Context: an optimization exercise on an open-source flow, tuned for small area and a short achievable clock period. The choices shown serve that exercise and are no tape-out recipe. The RTL was checked by simulation tests, not by an equivalence proof against the original design. Power figures rest on the tool's default switching activity, not on a simulated workload.

== exp/juniper ==
// sorted_priority_queue_unit
module sorted_priority_queue_unit
#(
  parameter int unsigned DEPTH = 16
) (
  input  wire logic              clk_i,
  input  wire logic              rst_ni,
  input  wire logic              req_valid_i,
  output logic                   req_stall_o,
  input  wire logic              func_i,
  input  wire logic [spq_pkg::PRIO_W-1:0] priority_req_i,
  input  wire logic [spq_pkg::TAG_W-1:0]  item_tag_i,
  output logic                   rsp_valid_o,
  input  wire logic              rsp_stall_i,
  output logic                   out_valid_o,
  output logic [spq_pkg::PRIO_W-1:0]      out_priority_o,
  output logic [spq_pkg::TAG_W-1:0]       out_tag_o,
  output logic [1:0]             status_o,
  output logic [spq_pkg::FILL_W-1:0]      fill_count_o,
  output logic                   is_empty_o
);
For scale: about 3500 cells after synthesis, roughly 80 I/O pins, about 0.031 mm^2 of cells after synthesis.
clock: 3.6 ns
lec_check: 0
cap_margin: 20
core_margin: 2
core_utilization: 40
cts_buf_list: sky130_fd_sc_hd__clkbuf_16
cts_cluster_diameter: 60
cts_cluster_size: 24
place_density: 0.75
setup_slack_margin: 1.7
slew_margin: 20
synth_hierarchical: 1
synth_minimum_keep_size: 0
run.sh (not shown) runs the stock make flow with config.mk's settings and CLKGATE_MAP_FILE= SYNTH_SCRIPT=/design/flow/synth_recipe.tcl, a recipe that flattens the netlist after the stock synthesis.
--- input diff exp/juniper..exp/pepper ---
Settings: changing SETUP_SLACK_MARGIN from 1.7 to 1.75.
### Flow results
- The final layout from exp/pepper, which completed every stage, passed the timing, DRC and antenna checks at the end of the flow.
- Clock network fraction of total power: exp/juniper vs exp/pepper — no meaningful difference
- Compared with exp/juniper, in exp/pepper worst hold slack climbed 71 ps; first-pass GRT wire length climbed about 0.44%; combinational share of power climbed 0.6 points; leakage dissipation climbed 2.5%.
- Taking exp/juniper as the reference, in exp/pepper internal power up 0.75%, maximum clock skew at final layout down 5.5 ps, buffer count excluding the clock tree in the final layout up 7.0%.
- Comparing exp/juniper and exp/pepper, the higher total number of vias is on exp/juniper.
- Summary of the comparison: areal power density over the cells is lower in exp/pepper, relative to exp/juniper.
Here is what was changed in the inputs of exp/sierra compared with exp/pepper.
Settings: SETUP_SLACK_MARGIN changed from 1.75 to 1.9.
==> flow/flow/run.sh (new file) <==
#!/bin/bash
# Own layout flow: the standard flow (standard.sh, all steps from the
# standard synthesis to the final layout), with one change: the port buffers
# that placement inserts on every input and output are plain buffers
# (sky130_fd_sc_hd__buf_4) rather than the delay cells buffer_ports picks by
# default, so that timing repair can size them like any other buffer.
# The whole output of the flow is kept in standard.log; ORFS keeps each
# tool's log under orfs/logs/.
set -euo pipefail
export BUFFER_PORTS_ARGS="-buffer_cell sky130_fd_sc_hd__buf_4"
bash standard.sh > standard.log 2>&1
==> flow/standard.sh (new file) <==
#!/bin/bash
# synth_recipe.tcl (not shown) runs the flow's synth.tcl, then flattens the netlist and writes it again
# the make line also repeats each setting of config.mk as NAME=value (left out here)
make -C /OpenROAD-flow-scripts/flow DESIGN_CONFIG=/design/flow/config.mk WORK_HOME=/design/flow/orfs CLKGATE_MAP_FILE= SYNTH_SCRIPT=/design/flow/synth_recipe.tcl "${@:-finish}"
removed: flow/run.sh
Results
Lower fraction of standard cell area in multi-input logic goes to exp/sierra over exp/pepper.
Going from exp/pepper to exp/sierra, iteration-0 DRC count of the detailed router moved up; final design area excluding fillers moved up.
Combinational cell power (exp/sierra vs. exp/pepper) increases by more than a quarter
Against exp/pepper, exp/sierra comes in 2.4 points higher on global routing usage summed across all routing layers.
Setup slack in exp/sierra is smaller than in exp/pepper.
The following lists how exp/harbor was set up differently from exp/sierra:
Settings: changing SETUP_SLACK_MARGIN from 1.9 to 1.85.
==> flow/run.sh (new file) <==
#!/bin/bash
# synth_recipe.tcl (not shown) runs the flow's synth.tcl, then flattens the netlist and writes it again
# the make line also repeats each setting of config.mk as NAME=value (left out here)
make -C /OpenROAD-flow-scripts/flow DESIGN_CONFIG=/design/flow/config.mk WORK_HOME=/design/flow/orfs CLKGATE_MAP_FILE= SYNTH_SCRIPT=/design/flow/synth_recipe.tcl finish
removed: flow/flow/run.sh
removed: flow/standard.sh
Findings:
- exp/harbor ended with less highest cell delay on the worst timing path than exp/sierra.
- Compared to exp/sierra, exp/harbor has maximum fanout along the worst path 2 higher.
- Per the comparison of exp/harbor with exp/sierra, critical path depth has increased; power consumed by sequential cells has remained practically unchanged.
- | cell total after placement | exp/sierra vs exp/harbor | ≈ equal |
Changes in exp/yarrow relative to exp/harbor:
Settings: swapping 1.85 for 1.65 in SETUP_SLACK_MARGIN.
==> summary.txt <==
exp/harbor → exp/yarrow: largest fanout of any net on the critical path shrank by 7, data required time at the worst endpoint lost 1250 ps, worst hold slack shows an increase of 67 ps, synthesized cell count has remained practically unchanged. exp/harbor -> exp/yarrow: worst voltage drop across the vdd grid increased by more than a quarter. From exp/harbor to exp/yarrow the numbers moved as follows: number of buffers and inverters on the critical path decreased 1, met2 routing resource usage after global routing decreased 1.1 points. In the reports for exp/yarrow and exp/harbor, the larger number of cells on the critical path belongs to exp/harbor. exp/yarrow vs. exp/harbor: cell area power density went up by 23 mW/mm^2.

port drivers added, routing unchanged:
The results above use ideal ports. As a check the final layouts listed here were re-extracted and re-timed, cells and wires unchanged.
Step 1, drivers: a clkbuf_16 drives clk_i and a buf_2 each remaining input, both assumed.
Step 2 also shifts input and output timing later by t, the mid clock arrival at the registers, as if the neighbouring blocks saw the same clock.
Slacks: no drivers / after step 1 / after step 2; pairs: no drivers / after step 1.
run | t (ns) | setup slack, ns | hold slack, ns | slew at the worst register clock pin (ns)
exp/juniper | 0.661 | 1.630 / 1.565 / 1.100 | 0.384 / 0.342 / 0.472 | 0.10 / 0.10
exp/pepper | 0.672 | 1.643 / 1.578 / 1.034 | 0.455 / 0.424 / 0.464 | 0.10 / 0.10
exp/sierra | 0.688 | 1.591 / 1.539 / 1.180 | 0.173 / 0.137 / 0.455 | 0.11 / 0.11
exp/harbor | 0.677 | 1.598 / 1.576 / 0.946 | 0.394 / 0.382 / 0.469 | 0.10 / 0.10
exp/yarrow | 0.661 | 1.652 / 1.589 / 1.038 | 0.461 / 0.445 / 0.461 | 0.10 / 0.10
After both steps every run listed still meets setup and hold. The setup slack of exp/harbor, which loses most, moves by -0.022 ns with the drivers and by -0.652 ns with both steps.
